What follows belongs to an exercise in optimizing a design on an open flow for small area, a short achievable clock period and few clock cycles per item; a production flow would make more cautious choices.
The RTL was checked by simulation tests, not by an equivalence proof against the original design.
Power is estimated from default activity; no workload was simulated.

==> design/flow/design.v <==
`default_nettype none
package strs_pkg;
	localparam int ValueW  = 32;
	localparam int TimeW   = 32;
	localparam int CfgIdxW = 2;
	localparam int CfgW    = 32;
	typedef enum logic {
		CMD_SAMPLE = 1'b0,
		CMD_TICK   = 1'b1
	} cmd_t;
	localparam logic [CfgIdxW-1:0] CFG_REPORT_MIN = 2'd0;
	localparam logic [CfgIdxW-1:0] CFG_REPORT_MAX = 2'd1;
	localparam logic [CfgIdxW-1:0] CFG_ON_CHANGE  = 2'd2;
	localparam int CodeMinBit = 0;
	localparam int CodeMaxBit = 1;
	typedef struct packed {
		logic                     command;
		logic signed [ValueW-1:0] sample_value;
		logic                     sample_valid;
	} item_t;
	typedef struct packed {
		logic                     value_changed;
		logic [1:0]               min_max_code;
		logic                     report_due;
		logic signed [ValueW-1:0] current_value;
		logic                     current_valid;
		logic signed [ValueW-1:0] min_value;
		logic signed [ValueW-1:0] max_value;
		logic                     min_max_valid;
	} result_t;
endpackage
`default_nettype wire
`default_nettype none
module sample_tracker_report_scheduler (
	input  wire logic                              clk,
	input  wire logic                              arst_n,
	input  wire logic                              cfg_write,
	input  wire logic [strs_pkg::CfgIdxW-1:0]      cfg_index,
	input  wire logic [strs_pkg::CfgW-1:0]         cfg_data,
	input  wire logic                              item_valid,
	output logic                                   item_ready,
	input  wire logic [33:0]                       item,
	output logic                                   result_valid,
	input  wire logic                              result_ready,
	output logic [101:0]                           result
);
	logic [strs_pkg::TimeW-1:0] report_min_q;
	logic [strs_pkg::TimeW-1:0] report_max_q;
	logic                       on_change_q;
	logic [strs_pkg::TimeW-1:0]          elapsed_q;   
	logic signed [strs_pkg::ValueW-1:0]  value_q;
	logic                                valid_q;
	logic                                pending_q;
	logic signed [strs_pkg::ValueW-1:0]  min_q;
	logic signed [strs_pkg::ValueW-1:0]  max_q;
	logic                                ext_valid_q;
	logic res_valid_q;
	logic changed_q;
	logic new_min_q;
	logic new_max_q;
	logic due_q;
	logic                               is_tick;
	logic signed [strs_pkg::ValueW-1:0] in_value;
	logic                               in_ok;
	logic                               accept;
	logic                               take_sample;
	logic                               take_tick;
	logic                               same;
	logic                               new_min;
	logic                               new_max;
	logic                               gt_min;
	logic                               gt_max;
	logic                               wrap;
	logic                               due;
	function automatic logic ult32(input logic [31:0] a, input logic [31:0] b);
		logic [31:0] l;
		logic [31:0] g;
		l = ~a & b;
		g = a & ~b;
		for (int w = 16; w >= 1; w = w / 2) begin
			for (int j = 0; j < w; j++) begin
				l[j] = l[2*j+1] | (~g[2*j+1] & l[2*j]);
				g[j] = g[2*j+1] | (~l[2*j+1] & g[2*j]);
			end
		end
		ult32 = l[0];
	endfunction
	function automatic logic slt32(input logic [31:0] a, input logic [31:0] b);
		slt32 = ult32({~a[31], a[30:0]}, {~b[31], b[30:0]});
	endfunction
	function automatic logic [31:0] inc32(input logic [31:0] a);
		logic [31:0] r;
		for (int i = 0; i < 32; i++) begin
			r[i] = a[i] ^ (&(a | ~((32'd1 << i) - 32'd1)));
		end
		inc32 = r;
	endfunction
	assign is_tick  = item[33];
	assign in_value = item[32:1];
	assign in_ok    = item[0];
	assign item_ready   = !res_valid_q || result_ready;
	assign accept       = item_valid && item_ready;
	assign take_sample  = accept && !is_tick;
	assign take_tick    = accept && is_tick;
	assign result_valid = res_valid_q;
	assign result = {changed_q, new_max_q, new_min_q, due_q,
	                 value_q, valid_q, min_q, max_q, ext_valid_q};
	assign same    = in_ok && valid_q && (in_value == value_q);
	assign new_max = in_ok && (!ext_valid_q || slt32(max_q, in_value));
	assign new_min = in_ok && (!ext_valid_q || slt32(in_value, min_q));
	assign wrap   = &elapsed_q;
	assign gt_min = !wrap && !ult32(elapsed_q, report_min_q);
	assign gt_max = !wrap && !ult32(elapsed_q, report_max_q);
	assign due    = (report_min_q != '0) &&
		(on_change_q ? ((pending_q && gt_min) || gt_max) : gt_min);
	always_ff @(posedge clk or negedge arst_n) begin
		if (!arst_n) begin
			report_min_q <= '0;
			report_max_q <= '0;
			on_change_q  <= 1'b0;
		end else if (cfg_write) begin
			unique case (cfg_index)
				strs_pkg::CFG_REPORT_MIN: report_min_q <= cfg_data;
				strs_pkg::CFG_REPORT_MAX: report_max_q <= cfg_data;
				strs_pkg::CFG_ON_CHANGE:  on_change_q  <= cfg_data[0];
				default: ;    
			endcase
		end
	end
	always_ff @(posedge clk or negedge arst_n) begin
		if (!arst_n) begin
			res_valid_q <= 1'b0;
		end else if (accept) begin
			res_valid_q <= 1'b1;
		end else if (result_ready) begin
			res_valid_q <= 1'b0;
		end
	end
	always_ff @(posedge clk or negedge arst_n) begin
		if (!arst_n) begin
			changed_q <= 1'b0;
			new_min_q <= 1'b0;
			new_max_q <= 1'b0;
			due_q     <= 1'b0;
		end else if (accept) begin
			changed_q <= !is_tick && !same;
			new_min_q <= !is_tick && new_min;
			new_max_q <= !is_tick && new_max;
			due_q     <= is_tick && due;
		end
	end
	always_ff @(posedge clk or negedge arst_n) begin
		if (!arst_n) begin
			value_q     <= '0;
			valid_q     <= 1'b0;
			min_q       <= '0;
			max_q       <= '0;
			ext_valid_q <= 1'b0;
		end else if (take_sample) begin
			value_q <= in_ok ? in_value : '0;
			valid_q <= in_ok;
			if (new_min) begin
				min_q <= in_value;
			end
			if (new_max) begin
				max_q <= in_value;
			end
			if (in_ok) begin
				ext_valid_q <= 1'b1;
			end
		end
	end
	always_ff @(posedge clk or negedge arst_n) begin
		if (!arst_n) begin
			elapsed_q <= '0;
			pending_q <= 1'b0;
		end else if (take_sample) begin
			if (!same) begin
				pending_q <= 1'b1;
			end
		end else if (take_tick) begin
			if (due) begin
				elapsed_q <= '0;
				pending_q <= 1'b0;
			end else begin
				elapsed_q <= inc32(elapsed_q);
			end
		end
	end
endmodule
`default_nettype wire
==> design/flow/flow/run.sh <==
#!/bin/bash
# The standard layout (standard.sh: the standard flow's synthesis and ORFS flow, unchanged),
# except that the buffer global placement puts on every input and output port
# is the smallest plain buffer (buf_1) rather than the one buffer_ports picks
# by default; repair may still resize it.
set -euo pipefail
bash standard.sh "BUFFER_PORTS_ARGS=-buffer_cell sky130_fd_sc_hd__buf_1"  finish > standard_flow.log 2>&1
==> design/flow/standard.sh <==
#!/bin/bash
# synth_recipe.tcl (not shown) runs the flow's synth.tcl, then flattens the netlist and writes it again
# the make line also repeats each setting of config.mk as NAME=value (left out here)
make -C /OpenROAD-flow-scripts/flow DESIGN_CONFIG=/design/flow/config.mk WORK_HOME=/design/flow/orfs CLKGATE_MAP_FILE= SYNTH_SCRIPT=/design/flow/synth_recipe.tcl "${@:-finish}"
==> design/flow/config.mk <==
export PLATFORM = sky130hd
export DESIGN_NAME = sample_tracker_report_scheduler
export DESIGN_NICKNAME = sample_tracker_report_scheduler
export VERILOG_FILES = /design/flow/design.v
export SDC_FILE = /design/flow/constraint.sdc
export NUM_CORES = 4
export LEC_CHECK = 0
export ABC_AREA = 1
export CAP_MARGIN = 20
export CORE_MARGIN = 2
export CORE_UTILIZATION = 60
export CTS_BUF_LIST = sky130_fd_sc_hd__clkbuf_4
export SETUP_SLACK_MARGIN = 3.65
export SLEW_MARGIN = 20
==> design/flow/constraint.sdc <==
create_clock -name core_clock -period 6.5 [get_ports {clk}]
set_input_delay 1.3000 -clock core_clock [delete_from_list [all_inputs] [get_ports {clk}]]
set_output_delay 1.3000 -clock core_clock [all_outputs]
set_load 0.01 [all_outputs]
==> results of run 1 <==
[power by group through the flow]
stage / Clock (µW) / Combinational (µW) / Sequential [µW]
after global placement: 0 / 1920 / 2020
after detailed placement: 0 / 1980 / 2020
after global routing: 1170 / 2370 / 2070
after floorplan: 0 / 1340 / 2030
final: 1080 / 2090 / 2020
after CTS: 1110 / 2020 / 2010
[sequential cells by signal, indices dropped and copies added, names as in the netlist, 32 cells and up]
signal / cells
max_q: 32
report_max_q: 32
value_q: 32
elapsed_q: 32
report_min_q: 32
min_q: 32
[worst max path at each step]
stage / end / slack (ns)
floorplan: item_ready / 3.78
global placement: max_q[15]$_DFFE_PN0P_ / 2.11
detailed placement: max_q[3]$_DFFE_PN0P_ / 1.99
CTS: item_ready / 3.60
global route: item_ready / 3.53
finish: item_ready / 3.54
[metrics by stage]
step                      cells  setup WS (ns)  hold slack, ns
final                      2139           3.54           0.480
after floorplan            1669           3.78           0.450
after detailed placement   2040           1.99           0.466
after global placement     2040           2.11           0.461
after CTS                  2131           3.60           0.482
after global routing       2139           3.53           0.511
[repair_timing]
action	4_1_cts	5_1_grt
buffers inserted	2	5
gates resized for setup	9	11
pin swaps	3	1
setup endpoints to repair	94	85
cloned	1	1
[cell usage after synthesis (5+ instances only)]
cell type	count
a31oi_1	10
o22ai_1	26
nor3_1	13
nor4_1	7
nand3_1	117
o21a_1	9
nand2_1	606
xor2_1	17
a21oi_1	44
buf_6	5
clkbuf_1	27
inv_1	240
or2_2	8
a21boi_0	5
ha_1	5
dfrtp_1	201
o21ai_0	135
nand4_1	10
nor2_1	130
inv_2	6
buf_4	13
[metal layers]
metal  routed length [µm]  vias to the layer above
met5                    0                        -
met4                 1090                        0
met3                 2290                       72
met2                15200                      393
met1                13500                     5155
li1                     -                     5676
[worst max-delay path: cells and delay by family]
kind,cells,cell delay (ns)
buffers and inverters,3,0.28
AND/OR/NAND/NOR,1,0.08
[cell type report]
cell class | count | area (µm²)
antenna | 2 | 5.00
clock buffer | 81 | 608
clock inverter | 7 | 27.5
fill | 1684 | 5710
inverter | 246 | 932
multi-input combinational | 1176 | 5350
sequential | 201 | 5030
tap | 234 | 293
timing repair buffer | 192 | 813
[logic make-up after synthesis]
group / synth area share (%)
and+or+nand+nor: 32.0
AOI/OAI and AO/OA: 11.7
DFF: 43.8
xor gates and xnor gates: 1.60
buffers and inverters: 10.4
adders and majority gates: 0.545
==> reports/qor.txt, run 1 <==
core area: 18800 µm²
TNS Setup: 0 ns
first-pass GRT wire length: 50800 µm
WS Path Type: in -> out
Vias/cell: 5.28
unrepaired setup endpoints after global routing: yes
crit end category: primary output
Total GRT Usage: 31.3%
Slew Limit Headroom: 35.1%
Initial Util: 61.2%
DRC viols: 0
Final Util: 69.6%
Slowest cell on crit path: buf_6
routability cong.: 0.908
Synth area leaders: dfrtp_1, nand2_1, inv_1
reg2reg end: elapsed_q[11]$_DFFE_PN0P_
sequential fraction of the synthesis area: 43.8%
Hold Crit Class: reg -> reg
VDD IR max: 0.000257 V
port bufs: 176
Die X: 142 µm
final worst-path cycle share: 45.6%
Seq pwr share: 39.0%
Antenna Nets Post-Route: 0
final std cell area, no fill: 13100 µm²
Ys Warns: 1
die height: 142 µm
CTS tree: yes
Critical Path, Cell by Cell: buf_1 -> inv_1 -> nand2_2 -> buf_6
Async S/R FF share, synth: 100%
final hold viol count: 0
vias post-DR: 11.3k
CTS buffer count: 53
DRT Wirelength: 32000 µm
Netlist cell types: 36
Worst path max stage delay: 0.13 ns
clock tree buffer depth: 3
DP Wirelength: 21800 µm
GRT overflow: 0
total power: 5190 µW
LEAKAGE: 0.00706 µW
worst skew pair latency: 0.67 ns
Post-synth top flop: dfrtp_1
mapped cell area: 11500 µm²
hold-critical path depth: 2
Syn-to-layout area delta: 13.8%
# rows: 50
CP Launch Point: result_ready
commonest non-fill, non-tap cell in the layout: nand2_1
clock root cell: clkbuf_4
most frequent cells in the layout: nand2_1, inv_1, dfrtp_1
Worst-Margin Slew: 0.974 ns
WP data required: 5.20 ns
Mapped Nets: 1747
EDFF count, synth: 0
Global Route met1 Usage: 39.1%
largest net degree at the start of global routing: 126
share of layout cells above drive strength 1: 6.94%
net switching power: 2290 µW
vias in the first global route: 10.6k
routed length per placed instance: 15.0 µm
GRT met3 Usage: 7.64%
combinational share of power: 40.3%
Arrival @ worst endpoint: 1.66 ns
final setup fails: 0
Fmax achieved: 337 MHz
Max-Cap Viols: 0
PwrDens: 397 nW/µm²
r2r setup slk: 4.08 ns
top-area cell type share of the netlist area: 43.8%
Clock Skews: 0.0196 ns
fin crit period: 2.96 ns
r2r worst-path depth: 14
#FFs+latches synth: 201
met2 Resource Use GR: 52.4%
global route hottest layer: met2
DR pass1 iterations: 5
CP max FO: 3
internal cell power: 2900 µW
Switching Share: 44.1%
Synth area leader: dfrtp_1
Area after DPL: 12300 µm²
initial antenna violation count: 1
Post-Syn Instances: 1669
clock sink count: 201
Clk pwr share: 20.7%
Mean Syn Cell Area: 6.88 µm²
Final Net Count: 1948
status: timing/DRC/antenna clean
Worst Hold Path EP: changed_q$_DFFE_PN0P_
die area: 20300 µm²
Reg2Reg Launch Point: elapsed_q[15]$_DFFE_PN0P_
H-tree depth: 2
Starting DRT DRC Count: 827
hold_sp: changed_q$_DFFE_PN0P_
Worst-path clk slew: 0.06 ns
boundary pin count: 177
crit path launch type: primary input
cts hold-fix bufs: 0
Slew Viols, Final: 0
Testbench counts, summed over its fixed seeds: cycles 16,016, items 16,000.
==> run 2: changes to the inputs <==
--- a/design/flow/config.mk
+++ b/design/flow/config.mk
@@ -10,5 +10,5 @@
 export CORE_MARGIN = 2
 export CORE_UTILIZATION = 60
 export CTS_BUF_LIST = sky130_fd_sc_hd__clkbuf_4
-export SETUP_SLACK_MARGIN = 3.65
+export SETUP_SLACK_MARGIN = 3.8
 export SLEW_MARGIN = 20
==> run 2 against run 1 <==
Effect of this change: power about the same; synthesized cell count stayed put; die area is the same; global-route usage down 0.26 points; cell count grew 0.28%; count of clock-buffer cells in the layout decreased by 1; critical path type unchanged; largest cell class unchanged; largest power group unchanged.
==> reports/qor.txt, run 2 <==
status: timing/DRC/antenna clean
WS Path Type: in -> out
vias in the first global route: 10.6k (+0.028%)
final std cell area, no fill: 13100 µm² (+0.28%)
most frequent cells in the layout: nand2_1, inv_1, dfrtp_1
Area after DPL: 12200 µm² (about the same)
share of layout cells above drive strength 1: 7.33% (+0.40 points)
PwrDens: 396 nW/µm² (-0.29%)
GRT overflow: 0 (unchanged)
routed length per placed instance: 14.7 µm (-1.5%)
WP data required: 5.20 ns (about the same)
Slew Viols, Final: 0 (unchanged)
unrepaired setup endpoints after global routing: yes
initial antenna violation count: 2 (+1)
final hold viol count: 0 (unchanged)
Post-Syn Instances: 1669 (unchanged)
Netlist cell types: 36 (unchanged)
largest net degree at the start of global routing: 156 (+24%)
LEAKAGE: 0.00709 µW (+0.45%)
Reg2Reg Launch Point: elapsed_q[0]$_DFFE_PN0P_
CP Capture Point: item_ready
Initial Util: 61.2% (unchanged)
fin crit period: 2.90 ns (-0.0631 ns)
r2r setup slk: 4.19 ns (+0.11 ns)
CP Launch Point: result_ready
DRT Wirelength: 31600 µm (-1.2%)
Total GRT Usage: 31.0% (-0.26 points)
final setup fails: 0 (unchanged)
Hold Crit Class: reg -> reg
Post-synth top flop: dfrtp_1
Max-Cap Viols: 0 (unchanged)
# rows: 50 (unchanged)
Worst Slack Setup Final: 3.60 ns (+0.0631 ns)
clock root cell: clkbuf_4
Async S/R FF share, synth: 100% (unchanged)
cts hold-fix bufs: 0 (unchanged)
Die X: 142 µm (unchanged)
Buf/Inv on CP: 3 (unchanged)
Vias/cell: 5.33 (+0.96%)
clock tree buffer depth: 3 (unchanged)
clock sink count: 201 (unchanged)
reg2reg end: elapsed_q[27]$_DFFE_PN0P_
Syn-to-layout area delta: 14.1%
Synth area leaders: dfrtp_1, nand2_1, inv_1
TNS Setup: 0 ns (unchanged)
DRC viols: 0 (unchanged)
port bufs: 176 (unchanged)
Starting DRT DRC Count: 756 (-8.6%)
Worst path max stage delay: 0.12 ns (about the same)
EDFF count, synth: 0 (unchanged)
vias post-DR: 11.4k (+1.2%)
CP max FO: 3 (unchanged)
Clock Skews: 0.0407 ns (+0.0211 ns)
critical path's top delay family: buffers and inverters
Mapped Nets: 1747 (unchanged)
mapped cell area: 11500 µm² (unchanged)
die area: 20300 µm² (unchanged)
Worst-path clk slew: 0.06 ns (about the same)
CTS tree: yes
commonest cells in the netlist: nand2_1, inv_1, dfrtp_1
Final Net Count: 1949 (+0.051%)
Slew Limit Headroom: 43.8% (+8.7 points)
DP Worst Slack: 2.33 ns (+0.339 ns)
Worst-Margin Slew: 0.843 ns (-0.131 ns)
first-pass GRT wire length: 50600 µm (-0.39%)
Synth area leader: dfrtp_1
count leader, synth: nand2_1
routability cong.: 0.920 (+1.3%)
#FFs+latches synth: 201 (unchanged)
die height: 142 µm (unchanged)
final worst-path cycle share: 44.6% (-0.97 points)
VDD IR max: 0.000236 V (-8.4%)
Ys Warns: 1 (unchanged)
top-area cell type share of the netlist area: 43.8% (unchanged)
H-tree depth: 2 (unchanged)
Critical Path, Cell by Cell: buf_1 -> inv_2 -> nand2_4 -> buf_6
core area: 18800 µm² (unchanged)
CTS buffer count: 53 (unchanged)
worst skew pair latency: 0.68 ns (about the same)
crit end category: primary output
instance count on the critical path: 4 (unchanged)
DP Wirelength: 21800 µm (-0.33%)
DR pass1 iterations: 5 (unchanged)
Arrival @ worst endpoint: 1.60 ns (-0.06 ns)
sequential fraction of the synthesis area: 43.8% (unchanged)
commonest non-fill, non-tap cell in the layout: nand2_1
Fmax achieved: 345 MHz (+2.2%)
boundary pin count: 177 (unchanged)
crit path launch type: primary input
Slowest cell on crit path: buf_6
r2r worst-path depth: 14 (unchanged)
Antenna Nets Post-Route: 0 (unchanged)
Mean Syn Cell Area: 6.88 µm² (unchanged)
[run 2: logic make-up (layout without fill, tap and decap cells)]
kind of cell | after synthesis | after routing | share of synthesized area (%)
and+or+nand+nor | 905 | 906 | 32.0
AOI/OAI and AO/OA | 243 | 243 | 11.7
buffers and inverters | 294 | 533 | 10.4
adders and majority gates | 5 | 5 | 0.545
other | 0 | 2 | 0
xor gates and xnor gates | 21 | 21 | 1.60
DFF | 201 | 201 | 43.8
[run 2: layer usage]
metal	global-route usage, %	part of all wire, %
met1	39.3	42
met4	12.0	3.3
met3	6.70	6.7
met2	52.5	48
met5	0	0
[run 2: how the worst min path moves through the flow]
stage	depth (start not counted)	from	end
global placement	2	report_max_q[4]$_DFFE_PN0P_	report_max_q[4]$_DFFE_PN0P_
CTS	2	report_max_q[3]$_DFFE_PN0P_	report_max_q[3]$_DFFE_PN0P_
floorplan	2	new_max_q$_DFFE_PN0P_	new_max_q$_DFFE_PN0P_
detailed placement	2	report_max_q[3]$_DFFE_PN0P_	report_max_q[3]$_DFFE_PN0P_
global route	2	report_max_q[26]$_DFFE_PN0P_	report_max_q[26]$_DFFE_PN0P_
finish	2	report_max_q[3]$_DFFE_PN0P_	report_max_q[3]$_DFFE_PN0P_
[run 2: area by class of cell]
type | count | area, µm²
clock buffers | 80 | 601
fillers | 1692 | 5670
multi-input cells | 1175 | 5360
clock inverters | 13 | 52.6
flip-flops and latches | 201 | 5030
inverters | 246 | 931
repair buffers | 194 | 830
diodes | 2 | 5.00
well taps | 234 | 293
[run 2: power breakdown]
part	internal, µW	switching [µW]
logic	721	1360
clock network	558	530
registers	1620	404
total	2900	2290
[run 2: what timing repair did]
item,in CTS,in global routing
gates cloned,1,0
pin swaps,1,3
setup buffers,3,7
resized for setup,16,10
setup endpoints to repair,96,76
[run 2: through the flow]
stage	hold slack (ns)	utilization (%)	total power [µW]	std cells
floorplan	0.450	-	3370	1669
global placement	0.467	65.3	3940	2039
detailed placement	0.474	65.3	4010	2039
CTS	0.490	69.3	5180	2136
global route	0.516	69.8	5610	2144
finish	0.486	69.8	5190	2145
[run 2: worst register-to-register path: stages, from the launching register on]
cell,delay (ns)
dfrtp_1,0.41
ha_1,0.21
nand3_1,0.13
nor2_1,0.13
nand3_1,0.16
nor2_2,0.23
nand4_1,0.20
nor2_1,0.18
nand2_1,0.13
nor2_1,0.14
nand2_1,0.06
nand2_1,0.06
inv_1,0.03
nand2_1,0.05
inv_1,0.05
==> run 3: changes to the inputs <==
--- a/design/flow/config.mk
+++ b/design/flow/config.mk
@@ -8,7 +8,7 @@
 export ABC_AREA = 1
 export CAP_MARGIN = 20
 export CORE_MARGIN = 2
-export CORE_UTILIZATION = 60
+export CORE_UTILIZATION = 40
 export CTS_BUF_LIST = sky130_fd_sc_hd__clkbuf_4
-export SETUP_SLACK_MARGIN = 3.8
+export SETUP_SLACK_MARGIN = 3.5
 export SLEW_MARGIN = 20
==> run 3 against run 2 <==
Effect of this change: via count is 1.4% lower; utilization is 23 points lower; worst setup slack worse by 0.050 ns; critical path depth stayed put; clock skew is 0.040 ns higher; synthesized cell count stayed put; routed wire length is 9.3% higher; critical endpoint unchanged; largest cell class unchanged; largest power group unchanged.
==> reports/qor.txt, run 3 <==
status: timing/DRC/antenna clean
VDD IR max: 0.000189 V (-20%)
unrepaired setup endpoints after global routing: no
top-area cell type share of the netlist area: 43.8% (unchanged)
WP data required: 5.20 ns (about the same)
most frequent cells in the layout: nand2_1, inv_1, dfrtp_1
vias post-DR: 11.3k (-1.4%)
CP Launch Point: result_ready
Clock Skews: 0.0812 ns (+0.0404 ns)
# rows: 62 (+24%)
TNS Setup: 0 ns (unchanged)
Vias/cell: 4.90 (-8.1%)
largest family of logic cells by synthesized area: simple AND/OR/NAND/NOR gates
H-tree depth: 2 (unchanged)
initial antenna violation count: 4 (+2)
Fmax achieved: 339 MHz (-1.7%)
Antenna Nets Post-Route: 0 (unchanged)
Worst path max stage delay: 0.15 ns (+0.03 ns)
fin crit period: 2.95 ns (+0.0501 ns)
Slowest cell on crit path: buf_1
#FFs+latches synth: 201 (unchanged)
Synth area leaders: dfrtp_1, nand2_1, inv_1
Starting DRT DRC Count: 862 (+14%)
commonest non-fill, non-tap cell in the layout: nand2_1
PwrDens: 401 nW/µm² (+1.2%)
largest net degree at the start of global routing: 160 (+2.6%)
first-pass GRT wire length: 56000 µm (+11%)
DRT Wirelength: 34600 µm (+9.3%)
r2r worst-path depth: 13 (-1)
Critical Path, Cell by Cell: buf_1 -> inv_1 -> nand2_2 -> buf_1
clock sink count: 201 (unchanged)
worst skew pair latency: 0.73 ns (+0.05 ns)
DRC viols: 0 (unchanged)
CP Capture Point: item_ready
Netlist cell types: 36 (unchanged)
final worst-path cycle share: 45.4% (+0.77 points)
GRT overflow: 0 (unchanged)
Syn-to-layout area delta: 15.8%
die height: 173 µm (+22%)
CP max FO: 4 (+1)
LEAKAGE: 0.00709 µW (about the same)
Slew Limit Headroom: 41.0% (-2.8 points)
Slew Viols, Final: 0 (unchanged)
Ys Warns: 1 (unchanged)
Post-synth top flop: dfrtp_1
CTS buffer count: 58 (+9.4%)
commonest cells in the netlist: nand2_1, inv_1, dfrtp_1
CTS tree: yes
Adder-Cell Fraction of Synth Area: 0.545% (unchanged)
boundary pin count: 177 (unchanged)
reg2reg end: elapsed_q[11]$_DFFE_PN0P_
post-synthesis xor/xnor area fraction: 1.60% (unchanged)
complex-gate fraction of the synthesized area: 11.7% (unchanged)
cts hold-fix bufs: 0 (unchanged)
clock tree buffer depth: 3 (unchanged)
EDFF count, synth: 0 (unchanged)
crit path launch type: primary input
Initial Util: 40.3% (-21 points)
DR pass1 iterations: 6 (+1)
routed length per placed instance: 15.0 µm (+1.8%)
Synth area leader: dfrtp_1
Worst-path clk slew: 0.06 ns (about the same)
Post-Syn Instances: 1669 (unchanged)
Reg2Reg Launch Point: elapsed_q[15]$_DFFE_PN0P_
Max-Cap Viols: 0 (unchanged)
mux share of post-synthesis cell area: 0% (unchanged)
vias in the first global route: 11.0k (+3.8%)
core area: 28500 µm² (+52%)
crit end category: primary output
final hold viol count: 0 (unchanged)
clock root cell: clkbuf_4
final setup fails: 0 (unchanged)
total power: 5330 µW (+2.8%)
port bufs: 176 (unchanged)
Hold Crit Class: reg -> reg
Mean Syn Cell Area: 6.88 µm² (unchanged)
Die X: 173 µm (+22%)
count leader, synth: nand2_1
Worst path most repeated cell: buf_1
r2r setup slk: 4.00 ns (-0.19 ns)
share of layout cells above drive strength 1: 6.63% (-0.70 points)
Async S/R FF share, synth: 100% (unchanged)
Total GRT Usage: 23.0% (-8.1 points)
Arrival @ worst endpoint: 1.65 ns (+0.05 ns)
Post-Synth Simple-Gate Area: 32.0% (unchanged)
mapped cell area: 11500 µm² (unchanged)
DP Wirelength: 23900 µm (+10%)
routability cong.: 0.887 (-3.5%)
sequential fraction of the synthesis area: 43.8% (unchanged)
Worst-Margin Slew: 0.886 ns (+0.0425 ns)
die area: 30100 µm² (+48%)
WS Path Type: in -> out
Mapped Nets: 1747 (unchanged)
Final Net Count: 1949 (unchanged)
run 3: area by class of cell:
| cell class | count | area (µm²) |
|---|---|---|
| flip-flops and latches | 201 | 5030 |
| fillers | 2975 | 15200 |
| multi-input cells | 1176 | 5320 |
| diodes | 3 | 7.51 |
| repair buffers | 188 | 767 |
| well taps | 384 | 480 |
| clock inverters | 22 | 143 |
| inverters | 246 | 928 |
| clock buffers | 82 | 616 |
run 3: critical path: cells and delay by family:
family                 cells  cell delay [ns]
buffers and inverters      3             0.27
AND/OR/NAND/NOR            1             0.08
run 3: how the worst min path moves through the flow:
| stage | startpoint | to | slack, ns | cells past startpoint |
|---|---|---|---|---|
| after floorplan | new_max_q$_DFFE_PN0P_ | new_max_q$_DFFE_PN0P_ | 0.45 | 2 |
| after global placement | report_max_q[0]$_DFFE_PN0P_ | report_max_q[0]$_DFFE_PN0P_ | 0.47 | 2 |
| after detailed placement | due_q$_DFFE_PN0P_ | due_q$_DFFE_PN0P_ | 0.47 | 2 |
| after CTS | changed_q$_DFFE_PN0P_ | changed_q$_DFFE_PN0P_ | 0.49 | 2 |
| after global routing | changed_q$_DFFE_PN0P_ | changed_q$_DFFE_PN0P_ | 0.53 | 2 |
| final | changed_q$_DFFE_PN0P_ | changed_q$_DFFE_PN0P_ | 0.48 | 2 |
run 3: what timing repair did:
item	in CTS	in global routing
endpoints found under the setup margin	67	56
setup buffers	0	3
gates resized for setup	7	1
cloned	0	2
pin swaps	0	3
run 3: kinds of logic after synthesis:
family	count (synthesis)
compound gates	243
xor+xnor	21
flops	201
buf+inv	294
simple gates	905
fa+ha+maj	5
run 3: report_power, final:
group          leakage, µW  switching (µW)  total [µW]  internal, µW
sequential         0.00255             415        2030          1620
clock             0.000444             572        1230           659
combinational      0.00410            1370        2070           698
run 3: per-layer routing:
| metal | routed length [µm] | global-route usage, % |
|---|---|---|
| met5 | 13 | 0 |
| met2 | 16000 | 37.8 |
| met3 | 2660 | 6.25 |
| met1 | 14900 | 28.9 |
| met4 | 956 | 8.65 |
run 3: through the flow:
step | setup slack [ns] | instances | hold slack (ns) | util, % | area (µm²)
finish | 3.55 | 2302 | 0.479 | 46.7 | 13300
global route | 3.50 | 2301 | 0.526 | 46.7 | 13300
CTS | 3.55 | 2294 | 0.488 | 46.5 | 13200
detailed placement | 1.88 | 2190 | 0.473 | 43.7 | 12400
global placement | 2.03 | 2190 | 0.469 | 43.7 | 12400
floorplan | 3.78 | 1669 | 0.450 | - | 11500
==> run 4: changes to the inputs <==
==> design/flow/flow/run.sh (replaced) <==
#!/bin/bash
# The standard layout (standard.sh: the standard flow's synthesis and ORFS flow, unchanged),
# except that the buffer global placement puts on every input and output port
# is the smallest plain buffer (buf_1) rather than the one buffer_ports picks
# by default; repair may still resize it.
set -euo pipefail
bash standard.sh "BUFFER_PORTS_ARGS=-buffer_cell sky130_fd_sc_hd__buf_1" RECOVER_POWER=100 finish > standard_flow.log 2>&1
--- a/design/flow/config.mk
+++ b/design/flow/config.mk
@@ -8,7 +8,7 @@
 export ABC_AREA = 1
 export CAP_MARGIN = 20
 export CORE_MARGIN = 2
-export CORE_UTILIZATION = 40
+export CORE_UTILIZATION = 60
 export CTS_BUF_LIST = sky130_fd_sc_hd__clkbuf_4
 export SETUP_SLACK_MARGIN = 3.5
 export SLEW_MARGIN = 20
==> run 4 against run 3 <==
Effect of this change: the layout now fails its checks (capacitance limit, slew limit); worst setup slack got worse by 1.5 ns; final area decreased by 2.8%; routed wire length decreased by 8.2%; clock skew decreased by 0.057 ns; global-route usage increased by 8.1 points; sequential cell count unchanged; power decreased by 3.8%; largest cell class unchanged.
==> reports/qor.txt, run 4 <==
status: complete, but fails checks
SO Viols: capacitance limit, slew limit
Arrival @ worst endpoint: 5.07 ns (+3.42 ns)
Clk pwr share: 21.0% (-2.1 points)
Critical Path, Cell by Cell: buf_1 -> inv_1 -> nand2_2 -> nand2_1 -> clkbuf_1 -> nor2_4 -> nand2_1 -> clkbuf_1 -> inv_4 -> buf_6 -> nand2_8 -> nand2_1 -> nand2_1
WP data required: 7.10 ns (+1.90 ns)
final hold viol count: 0 (unchanged)
Die X: 142 µm (-18%)
Starting DRT DRC Count: 840 (-2.6%)
initial antenna violation count: 1 (-3)
unrepaired setup endpoints after global routing: no
fin crit period: 4.48 ns (+1.53 ns)
Async S/R FF share, synth: 100% (unchanged)
commonest cells in the netlist: nand2_1, inv_1, dfrtp_1
die area: 20300 µm² (-33%)
clock root cell: clkbuf_4
Slowest cell on crit path: clkbuf_1
Hold Crit Class: reg -> reg
clock sink count: 201 (unchanged)
clock tree buffer depth: 3 (unchanged)
share of layout cells above drive strength 1: 6.01% (-0.62 points)
PwrDens: 397 nW/µm² (-1.1%)
CTS tree: yes
Fmax achieved: 223 MHz (-34%)
DRC viols: 0 (unchanged)
die height: 142 µm (-18%)
Antenna Nets Post-Route: 0 (unchanged)
count leader, synth: nand2_1
EDFF count, synth: 0 (unchanged)
boundary pin count: 177 (unchanged)
DR pass1 iterations: 6 (unchanged)
CTS buffer count: 53 (-8.6%)
internal cell power: 2870 µW (-3.5%)
GRT overflow: 0 (unchanged)
Seq pwr share: 39.4% (+1.3 points)
first-pass GRT wire length: 50600 µm (-9.7%)
Syn-to-layout area delta: 12.6%
CP Launch Point: result_ready
net switching power: 2260 µW (-4.2%)
Switching Share: 44.0% (-0.20 points)
worst skew pair latency: 0.67 ns (-0.06 ns)
TNS Setup: 0 ns (unchanged)
routability cong.: 0.908 (+2.4%)
DP Wirelength: 21800 µm (-8.7%)
port bufs: 176 (unchanged)
combinational share of power: 39.6% (+0.8 points)
VDD IR max: 0.000264 V (+40%)
Clock Skews: 0.0244 ns (-0.0567 ns)
crit path launch type: primary input
Slew Viols, Final: 271 (+271)
mapped cell area: 11500 µm² (unchanged)
Final Util: 68.9% (+22 points)
H-tree depth: 2 (unchanged)
WS Path Type: in -> reg
Mapped Nets: 1747 (unchanged)
cts hold-fix bufs: 0 (unchanged)
top-area cell type share of the netlist area: 43.8% (unchanged)
Worst-Margin Slew: 3.16 ns (+2.28 ns)
Worst path max stage delay: 1.23 ns (+1.08 ns)
largest net degree at the start of global routing: 126 (-21%)
Post-Syn Instances: 1669 (unchanged)
#FFs+latches synth: 201 (unchanged)
total power: 5130 µW (-3.8%)
Vias/cell: 5.29 (+8.0%)
Netlist cell types: 36 (unchanged)
sequential fraction of the synthesis area: 43.8% (unchanged)
most frequent cells in the layout: nand2_1, inv_1, dfrtp_1
commonest non-fill, non-tap cell in the layout: nand2_1
routed length per placed instance: 14.9 µm (-0.85%)
final worst-path cycle share: 68.9% (+24 points)
Worst path most repeated cell: nand2_1
Synth area leaders: dfrtp_1, nand2_1, inv_1
Total GRT Usage: 31.1% (+8.1 points)
crit end category: flip-flop
final setup fails: 0 (unchanged)
# rows: 50 (-19%)
Final Net Count: 1941 (-0.41%)
Synth area leader: dfrtp_1
Slew Limit Headroom: -111% (-150 points)
vias post-DR: 11.3k (+0.062%)
Initial Util: 61.2% (+21 points)
vias in the first global route: 10.5k (-4.0%)
hold_sp: changed_q$_DFFE_PN0P_
LEAKAGE: 0.00699 µW (-1.5%)
Ys Warns: 1 (unchanged)
CP max FO: 42 (+38)
Post-synth top flop: dfrtp_1
Max-Cap Viols: 4 (+4)
DRT Wirelength: 31700 µm (-8.2%)
core area: 18800 µm² (-34%)
Reg2Reg Launch Point: res_valid_q$_DFFE_PN0P_
Worst-path clk slew: 0.06 ns (about the same)
Mean Syn Cell Area: 6.88 µm² (unchanged)
==> run 4: cell counts after synthesis <==
No cell type changed its count.
==> run 4: cell type report <==
| cell class | instances | area, µm² |
|---|---|---|
| multi-input cells | 1175 | 5320 |
| inverters | 246 | 930 |
| fillers | 1709 | 5840 |
| clock buffers | 81 | 608 |
| flip-flops and latches | 201 | 5030 |
| diodes | 2 | 5.00 |
| clock inverters | 7 | 27.5 |
| repair buffers | 186 | 718 |
| well taps | 234 | 293 |
==> run 4: layer usage <==
layer	track usage (%)	vias to the layer above	wire length, µm
met5	0	-	0
met4	12.0	0	888
met3	7.40	61	2160
met2	52.4	369	15300
met1	39.0	5188	13400
li1	-	5667	-
==> run 4: kinds of logic after synthesis <==
group | synth area share [%]
DFF | 43.8
xor gates and xnor gates | 1.60
buffers and inverters | 10.4
and+or+nand+nor | 32.0
AOI/OAI and AO/OA | 11.7
adders and majority gates | 0.545
==> run 4: what timing repair did <==
action,CTS,global route
endpoints found under the hold margin,0,0
cloned,0,1
gates resized for setup,6,6
pin swaps,1,1
endpoints found under the setup margin,73,52
setup buffers,1,0
==> run 4: power groups by stage <==
| stage | Clock, µW | Combinational [µW] | Sequential (µW) |
|---|---|---|---|
| 2_1_floorplan | 0 | 1340 | 2030 |
| 3_3_place_gp | 0 | 1920 | 2020 |
| 3_5_place_dp | 0 | 1980 | 2020 |
| 4_1_cts | 1110 | 2010 | 2010 |
| 5_1_grt | 1170 | 2310 | 2070 |
| 6_report | 1080 | 2030 | 2020 |
==> run 4: path summary, 6_finish.rpt <==
| kind | to | slack, ns | depth (start not counted) |
|---|---|---|---|
| hold reg to reg | changed_q$_DFFE_PN0P_ | 0.48 | 2 |
| setup / recovery | max_q[24]$_DFFE_PN0P_ | 2.02 | 13 |
| max in group asynchronous | max_q[19]$_DFFE_PN0P_ | 2.87 | 2 |
| setup reg to reg | max_q[24]$_DFFE_PN0P_ | 2.40 | 11 |
| min in group asynchronous | report_max_q[11]$_DFFE_PN0P_ | 0.88 | 2 |
| hold / removal | changed_q$_DFFE_PN0P_ | 0.48 | 2 |
==> run 4: through the flow <==
stage	worst slack, ns	cells	area (µm²)	hold WS, ns
6_report	2.02	2132	12900	0.479
5_1_grt	1.77	2132	12900	0.511
4_1_cts	3.51	2129	12900	0.482
3_5_place_dp	1.99	2040	12300	0.466
3_3_place_gp	2.11	2040	12300	0.461
2_1_floorplan	3.78	1669	11500	0.450
==> run 4: worst max-delay path: cells and delay by family <==
family / cells / cell delay (ns)
simple gates: 7 / 0.67
buf+inv: 6 / 3.07
==> run 5: changes to the inputs <==
==> design/flow/run.sh (new file) <==
#!/bin/bash
# synth_recipe.tcl (not shown) runs the flow's synth.tcl, then flattens the netlist and writes it again
# the make line also repeats each setting of config.mk as NAME=value (left out here)
make -C /OpenROAD-flow-scripts/flow DESIGN_CONFIG=/design/flow/config.mk WORK_HOME=/design/flow/orfs CLKGATE_MAP_FILE= SYNTH_SCRIPT=/design/flow/synth_recipe.tcl finish
--- a/design/flow/config.mk
+++ b/design/flow/config.mk
@@ -5,10 +5,8 @@
 export SDC_FILE = /design/flow/constraint.sdc
 export NUM_CORES = 4
 export LEC_CHECK = 0
-export ABC_AREA = 1
 export CAP_MARGIN = 20
 export CORE_MARGIN = 2
-export CORE_UTILIZATION = 60
-export CTS_BUF_LIST = sky130_fd_sc_hd__clkbuf_4
+export CORE_UTILIZATION = 40
 export SETUP_SLACK_MARGIN = 3.5
 export SLEW_MARGIN = 20
removed: design/flow/flow/run.sh
removed: design/flow/standard.sh
==> run 5 against run 4 <==
Effect of this change: the run now finishes clean; cell count down 20%; count of clock-buffer cells in the layout down 43; fmax is 34% higher; utilization is 16 points lower; die area increased by 44%; critical path type unchanged; critical endpoint is now max_q[6]$_DFFE_PN0P_.
==> reports/qor.txt, run 5 <==
largest family of logic cells by synthesized area: simple AND/OR/NAND/NOR gates
met2 Resource Use GR: 37.5% (-15 points)
initial antenna violation count: 3 (+2)
PwrDens: 373 nW/µm² (-6.0%)
hold_sp: new_min_q$_DFFE_PN0P_
first-pass GRT wire length: 50300 µm (-0.61%)
reg2reg end: min_q[27]$_DFFE_PN0P_
WS Path Type: in -> reg
Worst-Margin Slew: 0.992 ns (-2.17 ns)
Reg2Reg Launch Point: min_q[12]$_DFFE_PN0P_
DR pass1 iterations: 5 (-1)
Async S/R FF share, synth: 100% (unchanged)
VDD IR max: 0.000272 V (+3.0%)
most frequent cells in the layout: dfrtp_1, clkdlybuf4s50_1, nand2_1
Die X: 171 µm (+20%)
crit end category: flip-flop
Slew Viols, Final: 0 (-100%)
Synth area leader: dfrtp_1
DRT Wirelength: 32000 µm (+0.93%)
Worst path max stage delay: 0.41 ns (-0.82 ns)
share of layout cells above drive strength 1: 19.4% (+13 points)
Total GRT Usage: 22.0% (-9.1 points)
Vias/cell: 5.17 (-2.3%)
core area: 27600 µm² (+47%)
crit path launch type: primary input
Syn-to-layout area delta: 32.2%
Final Util: 53.4% (-16 points)
CP max FO: 8 (-81%)
routed length per placed instance: 18.7 µm (+26%)
routability cong.: 0.824 (-9.3%)
commonest cells in the netlist: dfrtp_1, nand2_1, inv_1
port bufs: 176 (unchanged)
worst skew pair latency: 0.52 ns (-0.15 ns)
Adder-Cell Fraction of Synth Area: 7.27% (+6.7 points)
Fillers: 2502 (+46%)
Initial Util: 40.4% (-21 points)
mapped cell area: 11200 µm² (-2.9%)
top-area cell type share of the netlist area: 45.1% (+1.3 points)
count leader, synth: dfrtp_1
Worst Hold Path EP: new_min_q$_DFFE_PN0P_
complex-gate fraction of the synthesized area: 10.4% (-1.2 points)
r2r worst-path depth: 11 (unchanged)
Fmax achieved: 299 MHz (+34%)
post-synthesis xor/xnor area fraction: 4.48% (+2.9 points)
clock tree buffer depth: 3 (unchanged)
DRC viols: 0 (unchanged)
fin crit period: 3.35 ns (-1.13 ns)
r2r setup slk: 3.56 ns (+1.16 ns)
Max-Cap Viols: 0 (-4)
final hold viol count: 0 (unchanged)
Arrival @ worst endpoint: 3.75 ns (-1.32 ns)
TNS Setup: 0 ns (unchanged)
Ys Warns: 1 (unchanged)
Netlist cell types: 68 (+89%)
status: timing/DRC/antenna clean
Post-synth top flop: dfrtp_1
die area: 29200 µm² (+44%)
Final Net Count: 1395 (-28%)
final setup fails: 0 (unchanged)
vias post-DR: 8848 (-22%)
GRT met3 Usage: 5.92% (-1.5 points)
WP data required: 6.90 ns (-0.20 ns)
Mapped Nets: 1199 (-31%)
Post-Syn Instances: 1121 (-33%)
DP Wirelength: 22300 µm (+2.2%)
CTS buffer count: 24 (-55%)
Slew Limit Headroom: 33.9% (+140 points)
largest net degree at the start of global routing: 117 (-7.1%)
final worst-path cycle share: 51.5% (-17 points)
Worst-path clk slew: 0.06 ns (about the same)
total power: 5500 µW (+7.2%)
Synth area leaders: dfrtp_1, maj3_1, mux2_2
global route hottest layer: met2
commonest non-fill, non-tap cell in the layout: dfrtp_1
mux share of post-synthesis cell area: 12.2% (+12 points)
unrepaired setup endpoints after global routing: yes
Starting DRT DRC Count: 503 (-40%)
LEAKAGE: 0.00642 µW (-8.2%)
Hold Crit Class: reg -> reg
clock sink count: 201 (unchanged)
Mean Syn Cell Area: 9.95 µm² (+45%)
EDFF count, synth: 0 (unchanged)
die height: 171 µm (+20%)
sequential fraction of the synthesis area: 45.1% (+1.3 points)
Post-Synth Simple-Gate Area: 15.2% (-17 points)
Global Route met1 Usage: 27.8% (-11 points)
clock root cell: clkbuf_16
boundary pin count: 177 (unchanged)
# rows: 61 (+22%)
vias in the first global route: 8965 (-15%)
#FFs+latches synth: 201 (unchanged)
CTS tree: yes
H-tree depth: 1 (-1)
Critical Path, Cell by Cell: clkdlybuf4s15_2 -> inv_2 -> nor2_1 -> maj3_1 -> a221oi_2 -> a2bb2oi_2 -> o211a_1 -> o21ai_2 -> a221o_4 -> buf_12 -> mux2_4
GRT overflow: 0 (unchanged)
Slowest cell on crit path: a221o_4
hold-critical path depth: 1 (-1)
Clock Skews: 0.0163 ns (-0.00809 ns)
Antenna Nets Post-Route: 0 (unchanged)
## run 5: cell types whose count changed after synthesis, sizes merged, moves of 22 or more
cell,before,now
nand2,610,129
o21ai,135,44
mux2i,0,22
xnor2,4,30
maj3,0,74
nor2b,0,39
nand2b,0,38
nand3,118,40
inv,246,92
nor2,132,59
mux2,0,94
## run 5: report_power, final
part	leakage, µW	switching [µW]	internal [µW]
logic	0.00358	979	1220
clock network	0.000367	523	767
registers	0.00246	401	1610
## run 5: worst max-delay path by stage
stage | endpoint | slack (ns) | start | cells past startpoint
floorplan | max_q[16]$_DFFE_PN0P_ | 3.05 | item[13] | 10
global placement | max_q[8]$_DFFE_PN0P_ | 1.64 | item[4] | 11
detailed placement | max_q[8]$_DFFE_PN0P_ | 1.59 | item[4] | 11
CTS | min_q[24]$_DFFE_PN0P_ | 3.18 | item[13] | 12
global route | max_q[6]$_DFFE_PN0P_ | 3.11 | item[5] | 11
finish | max_q[6]$_DFFE_PN0P_ | 3.15 | item[5] | 11
## run 5: routing by layer
metal  vias to the layer above  wire, µm
li1                       4280         -
met1                      4311     13700
met2                       203     15400
met3                        50      2170
met4                         4       716
met5                         -        22
## run 5: area by class of cell
cell class                      count  area [µm²]  share of cell area, %
Tap cell                          378         473                   3.21
Multi-Input combinational cell    781        5880                   39.9
Clock inverter                      3        17.5                  0.119
Timing Repair Buffer              216        2250                   15.3
Clock buffer                       38         734                   4.98
Inverter                           93         354                   2.40
Sequential cell                   201        5030                   34.1
Antenna cell                        1        2.50                 0.0170
## run 5: kinds of logic after synthesis
family,count (synthesis)
and+or+nand+nor,354
DFF,201
adders and majority gates,79
xor gates and xnor gates,57
muxes,116
buffers and inverters,140
AOI/OAI and AO/OA,174
## run 5: metrics by stage
stage	hold slack (ns)	worst slack [ns]	instances	instance area, µm²
2_1_floorplan	0.451	3.05	1121	11300
3_3_place_gp	0.462	1.64	1638	13400
3_5_place_dp	0.473	1.59	1638	13400
4_1_cts	0.487	3.18	1706	14600
5_1_grt	0.496	3.11	1710	14700
6_report	0.483	3.15	1711	14700
## run 5: repair_timing
action                                  in CTS  in global routing
gates cloned                                 4                  1
pin swaps                                   15                 12
gates resized for setup                    146                 43
hold buffers                                 0                  0
endpoints found under the setup margin     101                100
buffers inserted                            23                  3
## run 5: worst max-delay path: cells and delay by family
kind | cells | cell delay (ns)
AOI/OAI and AO/OA | 5 | 1.19
buffers and inverters | 3 | 0.52
adders and majority gates | 1 | 0.37
muxes | 1 | 0.30
and+or+nand+nor | 1 | 0.05
==> run 6: changes to the inputs <==
--- a/design/flow/config.mk
+++ b/design/flow/config.mk
@@ -5,6 +5,7 @@
 export SDC_FILE = /design/flow/constraint.sdc
 export NUM_CORES = 4
 export LEC_CHECK = 0
+export ABC_AREA = 1
 export CAP_MARGIN = 20
 export CORE_MARGIN = 2
 export CORE_UTILIZATION = 40
==> run 6 against run 5 <==
Effect of this change: largest power group unchanged; highest routed layer is now met4; still clean; sequential cell count did not move; count of clock-buffer cells in the layout is 4 lower; clock skew down 0.0056 ns; via count is 28% higher; non-clock buffer count down 22.
==> reports/qor.txt, run 6 <==
Worst-Margin Slew: 0.824 ns (-0.168 ns)
DP Wirelength: 24700 µm (+11%)
Fillers: 2771 (+11%)
Post-Syn Instances: 1669 (+49%)
unrepaired setup endpoints after global routing: yes
clock tree buffer depth: 3 (unchanged)
Synth area leaders: dfrtp_1, nand2_1, inv_1
vias in the first global route: 10.9k (+22%)
EDFF count, synth: 0 (unchanged)
Die X: 173 µm (+1.4%)
boundary pin count: 177 (unchanged)
PwrDens: 410 nW/µm² (+9.9%)
CTS tree: yes
#FFs+latches synth: 201 (unchanged)
LEAKAGE: 0.00772 µW (+20%)
clock sink count: 201 (unchanged)
TNS Setup: 0 ns (unchanged)
final setup fails: 0 (unchanged)
footprint of the multi-input gates: 5410 µm² (-7.9%)
Starting DRT DRC Count: 638 (+27%)
DR pass1 iterations: 5 (unchanged)
largest net degree at the start of global routing: 145 (+24%)
Worst path max stage delay: 0.12 ns (-0.29 ns)
GRT overflow: 0 (unchanged)
Arrival @ worst endpoint: 1.62 ns (-2.13 ns)
final worst-path cycle share: 45.0% (-6.5 points)
Critical Path, Cell by Cell: clkbuf_2 -> inv_1 -> nand2_2 -> buf_6
WP data required: 5.20 ns (-1.70 ns)
vias post-DR: 11.3k (+28%)
clock root cell: clkbuf_16
Slowest cell on crit path: buf_6
Synth area leader: dfrtp_1
DRT Wirelength: 35900 µm (+12%)
Mapped Nets: 1747 (+46%)
Worst-path clk slew: 0.06 ns (about the same)
Post-synth top flop: dfrtp_1
share of layout cells above drive strength 1: 5.96% (-13 points)
Mean Syn Cell Area: 6.88 µm² (-31%)
port bufs: 176 (unchanged)
Vias/cell: 5.03 (-2.7%)
# rows: 62 (+1.6%)
sequential fraction of the synthesis area: 43.8% (-1.3 points)
Initial Util: 40.3% (-0.041 points)
routability cong.: 0.893 (+8.4%)
crit end category: primary output
Slew Viols, Final: 0 (unchanged)
Buf/Inv on CP: 3 (unchanged)
Max-Cap Viols: 0 (unchanged)
most frequent cells in the layout: nand2_1, inv_1, dfrtp_1
Syn-to-layout area delta: 28.3%
Async S/R FF share, synth: 100% (unchanged)
status: timing/DRC/antenna clean
Antenna Nets Post-Route: 0 (unchanged)
die area: 30100 µm² (+2.9%)
critical path's top delay family: buffers and inverters
worst skew pair latency: 0.53 ns (about the same)
Total GRT Usage: 23.6% (+1.6 points)
CTS buffer count: 24 (unchanged)
Ys Warns: 1 (unchanged)
initial antenna violation count: 4 (+1)
crit path launch type: primary input
CP max FO: 2 (-6)
first-pass GRT wire length: 57600 µm (+15%)
Fmax achieved: 342 MHz (+14%)
fin crit period: 2.92 ns (-0.421 ns)
final hold slack: 0.488 ns (+0.00488 ns)
Netlist cell types: 36 (-47%)
VDD IR max: 0.000219 V (-20%)
Hold Crit Class: reg -> reg
die height: 173 µm (+1.4%)
WS Path Type: in -> out
DRC viols: 0 (unchanged)
commonest cells in the netlist: nand2_1, inv_1, dfrtp_1
routed length per placed instance: 16.0 µm (-15%)
top-area cell type share of the netlist area: 43.8% (-1.3 points)
Clock Skews: 0.0108 ns (-0.00556 ns)
final hold viol count: 0 (unchanged)
mapped cell area: 11500 µm² (+2.9%)
core area: 28500 µm² (+3.0%)
H-tree depth: 1 (unchanged)
FF/Latch Area: 5030 µm² (about the same)
commonest non-fill, non-tap cell in the layout: nand2_1
Final Net Count: 1921 (+38%)
Slew Limit Headroom: 45.1% (+11 points)
count leader, synth: nand2_1
## run 6: changes by cell type in the layout (fill, tap and decap cells not counted), moves of 34 or more
cell	previous run	this run
nand2b_1	36	0
maj3_1	58	0
mux2_2	60	0
nand3_1	39	114
nor2_1	58	124
nand2_1	127	605
o21ai_0	38	134
inv_1	86	233
mux2_4	34	0
## run 6: kinds of logic (layout without fill, tap and decap cells)
family / after synthesis / in the layout / synth area share (%)
and+or+nand+nor: 905 / 907 / 32.0
buffers and inverters: 294 / 484 / 10.4
AOI/OAI and AO/OA: 243 / 243 / 11.7
DFF: 201 / 201 / 43.8
xor gates and xnor gates: 21 / 21 / 1.60
adders and majority gates: 5 / 5 / 0.545
other: 0 / 3 / 0
## run 6: final timing paths
| check | start | endpoint | slack (ns) | depth (start not counted) |
|---|---|---|---|---|
| min in group asynchronous | arst_n | report_max_q[11]$_DFFE_PN0P_ | 0.74 | 1 |
| setup reg to reg | elapsed_q[15]$_DFFE_PN0P_ | elapsed_q[5]$_DFFE_PN0P_ | 4.06 | 14 |
| hold / removal | report_max_q[4]$_DFFE_PN0P_ | report_max_q[4]$_DFFE_PN0P_ | 0.49 | 2 |
| hold reg to reg | report_max_q[4]$_DFFE_PN0P_ | report_max_q[4]$_DFFE_PN0P_ | 0.49 | 2 |
| max in group asynchronous | arst_n | max_q[25]$_DFFE_PN0P_ | 4.61 | 2 |
| setup / recovery | result_ready | item_ready | 3.58 | 4 |
## run 6: cell type report
type	count	share of cell area, %
inverter	246	6.30
tap	384	3.26
clock buffer	34	4.75
timing repair buffer	194	13.5
antenna	3	0.0510
clock inverter	10	1.22
sequential	201	34.2
multi-input combinational	1176	36.8
## run 6: power breakdown
group	internal, µW	leakage (µW)	switching [µW]
registers	1620	0.00255	425
logic	1060	0.00475	1430
clock network	946	0.000425	555
## run 6: tightest hold or removal path, cell delays in order (launching register included)
cell     delay [ns]
dfrtp_1        0.34
nand2_1        0.05
o21ai_0        0.06
## run 6: metrics by stage
stage / cell area (µm²) / total power, µW / utilization, % / cells / worst slack, ns
3_5_place_dp: 13500 / 4380 / 47.6 / 2190 / 2.02
6_report: 14700 / 6040 / 51.7 / 2248 / 3.58
3_3_place_gp: 13500 / 4340 / 47.6 / 2190 / 2.10
4_1_cts: 14600 / 6030 / 51.3 / 2241 / 3.50
2_1_floorplan: 11500 / 3370 / - / 1669 / 3.78
5_1_grt: 14700 / 6480 / 51.7 / 2245 / 3.47
## run 6: timing repair
item,in CTS,in global routing
cloned,2,0
setup endpoints to repair,107,72
pin swaps,3,3
gates resized for setup,42,38
hold buffers,0,0
setup buffers,5,4
## run 6: routing by layer
layer | routed length [µm] | part of all wire [%] | up-vias | track usage (%)
met5 | 0 | 0 | - | 0
met4 | 1290 | 3.6 | 0 | 8.19
met3 | 2740 | 7.6 | 63 | 5.92
met2 | 16900 | 47 | 353 | 39.9
met1 | 15000 | 42 | 5287 | 29.5
li1 | - | - | 5606 | -
==> run 7: changes to the inputs <==
--- a/design/flow/config.mk
+++ b/design/flow/config.mk
@@ -8,6 +8,7 @@
 export ABC_AREA = 1
 export CAP_MARGIN = 20
 export CORE_MARGIN = 2
-export CORE_UTILIZATION = 40
+export CORE_UTILIZATION = 60
+export CTS_BUF_LIST = sky130_fd_sc_hd__clkbuf_4
 export SETUP_SLACK_MARGIN = 3.5
 export SLEW_MARGIN = 20
==> run 7 against run 6 <==
Effect of this change: non-clock buffer count increased by 20; still clean; final area decreased by 1.8%; count of clock-buffer cells in the layout increased by 44; utilization increased by 25 points; largest power group unchanged; first-iteration DRC count increased by 28%; critical path type is now reg -> out; critical path depth decreased by 3; fmax decreased by 1.7%; sequential power about the same; sequential share of layout area increased by 0.68 points; register-to-register slack got worse by 0.02 ns; area after synthesis unchanged.
==> reports/qor.txt, run 7 <==
net switching power: 2390 µW (-1.1%)
crit end category: primary output
first-pass GRT wire length: 54100 µm (-6.1%)
GRT overflow: 0 (unchanged)
instance count on the critical path: 1 (-3)
routability cong.: 0.877 (-1.8%)
final worst-path cycle share: 45.8% (+0.79 points)
Final Util: 77.1% (+25 points)
WS Path Type: reg -> out
die area: 20300 µm² (-33%)
DP Wirelength: 22500 µm (-8.9%)
Slowest cell on crit path: clkdlybuf4s50_1
most frequent cells in the layout: nand2_1, inv_1, dfrtp_1
Worst-Margin Slew: 0.805 ns (-0.0192 ns)
H-tree depth: 2 (+1)
Vias/cell: 5.42 (+7.8%)
clock sink count: 201 (unchanged)
Syn-to-layout area delta: 26.0%
CP Launch Point: value_q[21]$_DFFE_PN0P_
r2r worst-path depth: 12 (-2)
clock root cell: clkbuf_4
LEAKAGE: 0.00788 µW (+2.1%)
CTS buffer count: 54 (+130%)
reg2reg end: max_q[23]$_DFFE_PN0P_
final setup fails: 0 (unchanged)
largest net degree at the start of global routing: 107 (-26%)
Buf/Inv on CP: 1 (-2)
internal cell power: 3280 µW (-9.6%)
PwrDens: 392 nW/µm² (-4.5%)
Clock Skews: 0.0419 ns (+0.0311 ns)
Fmax achieved: 336 MHz (-1.7%)
mapped cell area: 11500 µm² (unchanged)
Synth area leader: dfrtp_1
Synth area leaders: dfrtp_1, nand2_1, inv_1
Hold Crit Class: reg -> reg
top-area cell type share of the netlist area: 43.8% (unchanged)
Async S/R FF share, synth: 100% (unchanged)
worst skew pair latency: 0.69 ns (+0.16 ns)
Arrival @ worst endpoint: 1.68 ns (+0.06 ns)
r2r setup slk: 4.04 ns (-0.02 ns)
# rows: 50 (-19%)
share of layout cells above drive strength 1: 8.53% (+2.6 points)
EDFF count, synth: 0 (unchanged)
final hold slack: 0.485 ns (-0.00270 ns)
Initial Util: 61.2% (+21 points)
Slew Limit Headroom: 46.4% (+1.3 points)
initial antenna violation count: 1 (-3)
unrepaired setup endpoints after global routing: no
DRT Wirelength: 33400 µm (-7.1%)
VDD IR max: 0.000256 V (+17%)
vias post-DR: 11.8k (+4.0%)
Switching Share: 42.2% (+2.2 points)
Mapped Nets: 1747 (unchanged)
Total GRT Usage: 33.2% (+9.5 points)
Seq pwr share: 35.7% (+1.9 points)
CTS tree: yes
core area: 18800 µm² (-34%)
#FFs+latches synth: 201 (unchanged)
commonest non-fill, non-tap cell in the layout: nand2_1
clock tree buffer depth: 3 (unchanged)
DRC viols: 0 (unchanged)
Starting DRT DRC Count: 818 (+28%)
port bufs: 176 (unchanged)
Mean Syn Cell Area: 6.88 µm² (unchanged)
critical path's top delay family: buffers and inverters
fin crit period: 2.98 ns (+0.0511 ns)
WP data required: 5.20 ns (about the same)
DR pass1 iterations: 7 (+2)
crit path launch type: flip-flop
Ys Warns: 1 (unchanged)
die height: 142 µm (-18%)
Fillers: 1485 (-46%)
Post-Syn Instances: 1669 (unchanged)
Die X: 142 µm (-18%)
routed length per placed instance: 15.4 µm (-3.7%)
CP max FO: 3 (+1)
CP Capture Point: result[87]
sequential fraction of the synthesis area: 43.8% (unchanged)
combinational share of power: 45.1% (+3.8 points)
Slew Viols, Final: 0 (unchanged)
Critical Path, Cell by Cell: clkdlybuf4s50_1
Worst-path clk slew: 0.06 ns (about the same)
Netlist cell types: 36 (unchanged)
Reg2Reg Launch Point: res_valid_q$_DFFE_PN0P_
Final Net Count: 1972 (+2.7%)
boundary pin count: 177 (unchanged)
status: timing/DRC/antenna clean
Antenna Nets Post-Route: 0 (unchanged)
final hold viol count: 0 (unchanged)
vias in the first global route: 11.4k (+4.0%)
TNS Setup: 0 ns (unchanged)
commonest cells in the netlist: nand2_1, inv_1, dfrtp_1
Post-synth top flop: dfrtp_1
Max-Cap Viols: 0 (unchanged)
Worst path max stage delay: 0.57 ns (+0.45 ns)
Clk pwr share: 19.2% (-5.7 points)
count leader, synth: nand2_1
-- run 7: cell types whose count changed in the layout (fill, tap and decap cells not counted), moves of 4 or more --
cell and change:
bufinv_16 -5, clkbuf_1 -5, clkinv_1 +17, clkdlybuf4s50_1 -4
clkbuf_4 +78, clkbuf_8 -4, buf_4 +21, dfrtp_1 -6
inv_1 +5, dlymetal6s2s_1 +6, inv_2 -4, dfrtp_2 +6
clkbuf_16 -24
-- run 7: what timing repair did --
action / in CTS / in global routing
gates resized for setup: 26 / 45
setup buffers: 9 / 19
cloned: 2 / 2
setup endpoints to repair: 105 / 101
hold buffers: 0 / 0
pin swaps: 2 / 4
-- run 7: cell families (layout without fill, tap and decap cells) --
logic type | count (synthesis) | count (layout) | share of synthesized area (%)
xor gates and xnor gates | 21 | 21 | 1.60
other | 0 | 1 | 0
AOI/OAI and AO/OA | 243 | 243 | 11.7
DFF | 201 | 201 | 43.8
adders and majority gates | 5 | 5 | 0.545
buffers and inverters | 294 | 556 | 10.4
and+or+nand+nor | 905 | 908 | 32.0
-- run 7: metal layers --
| metal | up-vias | share of wire [%] | GRT usage [%] |
|---|---|---|---|
| met1 | 5513 | 40 | 40.9 |
| met2 | 432 | 49 | 56.3 |
| met5 | - | 0 | 0 |
| li1 | 5741 | - | - |
| met4 | 0 | 3.4 | 14.1 |
| met3 | 75 | 7.8 | 7.60 |
-- run 7: stage by stage --
step | std cells | power (µW) | worst slack (ns) | instance area, µm²
final | 2169 | 5660 | 3.52 | 14500
after global routing | 2169 | 6090 | 3.50 | 14500
after CTS | 2147 | 5530 | 3.49 | 14200
after detailed placement | 2040 | 4340 | 2.15 | 13400
after global placement | 2040 | 4260 | 2.26 | 13400
after floorplan | 1669 | 3370 | 3.78 | 11500
-- run 7: how the worst min path moves through the flow --
stage / slack, ns / startpoint / endpoint / cells after the start
final: 0.49 / report_max_q[26]$_DFFE_PN0P_ / report_max_q[26]$_DFFE_PN0P_ / 2
after global routing: 0.51 / due_q$_DFFE_PN0P_ / due_q$_DFFE_PN0P_ / 2
after CTS: 0.49 / report_max_q[26]$_DFFE_PN0P_ / report_max_q[26]$_DFFE_PN0P_ / 2
after detailed placement: 0.48 / report_max_q[26]$_DFFE_PN0P_ / report_max_q[26]$_DFFE_PN0P_ / 2
after global placement: 0.47 / report_max_q[26]$_DFFE_PN0P_ / report_max_q[26]$_DFFE_PN0P_ / 2
after floorplan: 0.45 / new_max_q$_DFFE_PN0P_ / new_max_q$_DFFE_PN0P_ / 2
-- run 7: worst register-to-register path: cells and delay by family, from the launching register on --
kind,cells,cell delay (ns)
buffers and inverters,6,1.34
AND/OR/NAND/NOR,6,0.66
flip-flops,1,0.40
-- run 7: power groups by stage --
stage	Combinational [µW]	Clock (µW)	Sequential (µW)
after floorplan	1340	0	2030
after global placement	2240	0	2030
after detailed placement	2310	0	2030
after CTS	2410	1100	2020
after global routing	2840	1180	2070
final	2560	1090	2020
-- run 7: final cells by class --
class	count	area, µm²	area share, %
clock inverters	18	67.6	0.467
clock buffers	78	586	4.05
multi-input cells	1177	5400	37.4
flip-flops and latches	201	5040	34.8
diodes	1	2.50	0.0173
repair buffers	214	2140	14.8
well taps	234	293	2.02
inverters	246	931	6.44
==> run 8: changes to the inputs <==
--- a/design/flow/config.mk
+++ b/design/flow/config.mk
@@ -9,6 +9,8 @@
 export CAP_MARGIN = 20
 export CORE_MARGIN = 2
 export CORE_UTILIZATION = 60
-export CTS_BUF_LIST = sky130_fd_sc_hd__clkbuf_4
-export SETUP_SLACK_MARGIN = 3.5
+export CTS_BUF_LIST = sky130_fd_sc_hd__clkbuf_8
+export CTS_CLUSTER_DIAMETER = 150
+export CTS_CLUSTER_SIZE = 15
+export SETUP_SLACK_MARGIN = 3.8
 export SLEW_MARGIN = 20
==> run 8 against run 7 <==
Effect of this change: die area unchanged; sequential power shrank 2%; critical endpoint is now item_ready; utilization down 0.88 points; count of clock-buffer cells in the layout decreased by 61; clock power decreased by about 40%; still clean; clock skew decreased by 0.019 ns; final area down 1.1%.
==> reports/qor.txt, run 8 <==
final hold slack: 0.493 ns (+0.00823 ns)
Mapped Nets: 1747 (unchanged)
worst skew pair latency: 0.52 ns (-0.17 ns)
Worst Slack Setup Final: 3.60 ns (+0.0785 ns)
sequential fraction of the synthesis area: 43.8% (unchanged)
clock sink count: 201 (unchanged)
DRT Wirelength: 35300 µm (+5.8%)
first-pass GRT wire length: 56400 µm (+4.4%)
Final Net Count: 1968 (-0.20%)
final worst-path cycle share: 44.6% (-1.2 points)
boundary pin count: 177 (unchanged)
Arrival @ worst endpoint: 1.60 ns (-0.08 ns)
Slew Viols, Final: 0 (unchanged)
share of layout cells above drive strength 1: 9.79% (+1.3 points)
footprint of the multi-input gates: 5550 µm² (+2.6%)
Worst path max stage delay: 0.11 ns (-0.46 ns)
Syn-to-layout area delta: 24.5%
Starting DRT DRC Count: 898 (+9.8%)
commonest cells in the netlist: nand2_1, inv_1, dfrtp_1
Post-Syn Instances: 1669 (unchanged)
final hold viol count: 0 (unchanged)
GRT overflow: 0 (unchanged)
Worst-Margin Slew: 0.803 ns (-0.00163 ns)
Ys Warns: 1 (unchanged)
WP data required: 5.20 ns (about the same)
DP Worst Slack: 1.97 ns (-0.182 ns)
vias post-DR: 11.8k (+0.56%)
Critical Path, Cell by Cell: buf_6 -> inv_4 -> nand2_4 -> buf_6
CTS tree: yes
largest net degree at the start of global routing: 100 (-6.5%)
critical path's top delay family: buffers and inverters
mapped cell area: 11500 µm² (unchanged)
FF/Latch Area: 5030 µm² (about the same)
Vias/cell: 5.57 (+2.6%)
dpl cells: 2040 (unchanged)
status: timing/DRC/antenna clean
Final Non-Filler Cells: 2125 (-2.0%)
VDD IR max: 0.000268 V (+4.5%)
Die X: 142 µm (unchanged)
Synth area leader: dfrtp_1
Antenna Nets Post-Route: 0 (unchanged)
Buf/Inv on CP: 3 (+2)
Async S/R FF share, synth: 100% (unchanged)
Max-Cap Viols: 0 (unchanged)
WS Path Type: in -> out
EDFF count, synth: 0 (unchanged)
unrepaired setup endpoints after global routing: yes
most frequent cells in the layout: nand2_1, inv_1, dfrtp_1
Slowest cell on crit path: buf_6
Total GRT Usage: 35.1% (+1.9 points)
crit path launch type: primary input
Clock Skews: 0.0226 ns (-0.0193 ns)
initial antenna violation count: 4 (+3)
H-tree depth: 1 (-1)
count leader, synth: nand2_1
Mean Syn Cell Area: 6.88 µm² (unchanged)
CP max FO: 2 (-1)
total power: 5340 µW (-5.8%)
crit end category: primary output
final setup fails: 0 (unchanged)
PwrDens: 373 nW/µm² (-4.7%)
# rows: 50 (unchanged)
TNS Setup: 0 ns (unchanged)
top-area cell type share of the netlist area: 43.8% (unchanged)
core area: 18800 µm² (unchanged)
routed length per placed instance: 16.6 µm (+8.0%)
Fmax achieved: 345 MHz (+2.7%)
Synth area leaders: dfrtp_1, nand2_1, inv_1
commonest non-fill, non-tap cell in the layout: nand2_1
DP Wirelength: 22700 µm (+0.74%)
routability cong.: 0.903 (+2.9%)
run 8: cells by family after synthesis:
logic type	share of synthesized area (%)
xor gates and xnor gates	1.60
DFF	43.8
adders and majority gates	0.545
and+or+nand+nor	32.0
AOI/OAI and AO/OA	11.7
buffers and inverters	10.4
run 8: final timing paths:
path | to | slack (ns) | cells after the start | start
min | report_max_q[3]$_DFFE_PN0P_ | 0.49 | 2 | report_max_q[3]$_DFFE_PN0P_
max in group asynchronous | min_q[25]$_DFFE_PN0P_ | 4.37 | 2 | arst_n
max reg2reg | elapsed_q[27]$_DFFE_PN0P_ | 4.19 | 13 | elapsed_q[0]$_DFFE_PN0P_
max | item_ready | 3.60 | 4 | result_ready
min reg2reg | report_max_q[3]$_DFFE_PN0P_ | 0.49 | 2 | report_max_q[3]$_DFFE_PN0P_
min in group asynchronous | report_max_q[11]$_DFFE_PN0P_ | 0.88 | 1 | arst_n
run 8: power breakdown:
part | switching [µW] | total (µW) | internal, µW
clock network | 412 | 653 | 241
logic | 1620 | 2710 | 1100
registers | 358 | 1970 | 1620
run 8: timing repair:
item	4_1_cts	5_1_grt
gates resized for setup	220	59
endpoints found under the setup margin	233	79
pin swaps	11	12
setup buffers	50	6
gates cloned	8	1
run 8: per-layer routing:
layer | track usage [%] | up-vias | wire [µm]
met1 | 43.5 | 5512 | 13900
met5 | 0 | - | 30
met3 | 6.33 | 122 | 2830
li1 | - | 5687 | -
met2 | 61.1 | 502 | 16900
met4 | 14.0 | 4 | 1630
run 8: through the flow:
step           instance area, µm²  util, %
3_3_place_gp                13300     71.1
2_1_floorplan               11500        -
3_5_place_dp                13300     71.1
6_report                    14300     76.2
5_1_grt                     14300     76.1
4_1_cts                     14200     75.4
run 8: layout make-up:
type,instances,share of cell area [%]
multi-input combinational,1179,38.8
sequential,201,35.2
timing repair buffer,244,15.5
inverter,246,6.66
tap,234,2.05
clock buffer,17,1.64
clock inverter,1,0.0788
timing repair inverter,1,0.0613
antenna,2,0.0350
run 8: worst register-to-register path: stages (launching register included):
cell and delay, ns:
dfrtp_1 0.43, ha_1 0.20, nand3_1 0.14, nor2_1 0.13, nand3_1 0.19, nor2_4 0.18, nand4_1 0.20, nor2_2 0.16
nand2_1 0.12, o21ai_0 0.22, nand2_1 0.08, inv_1 0.06, nand2_1 0.05, inv_1 0.06
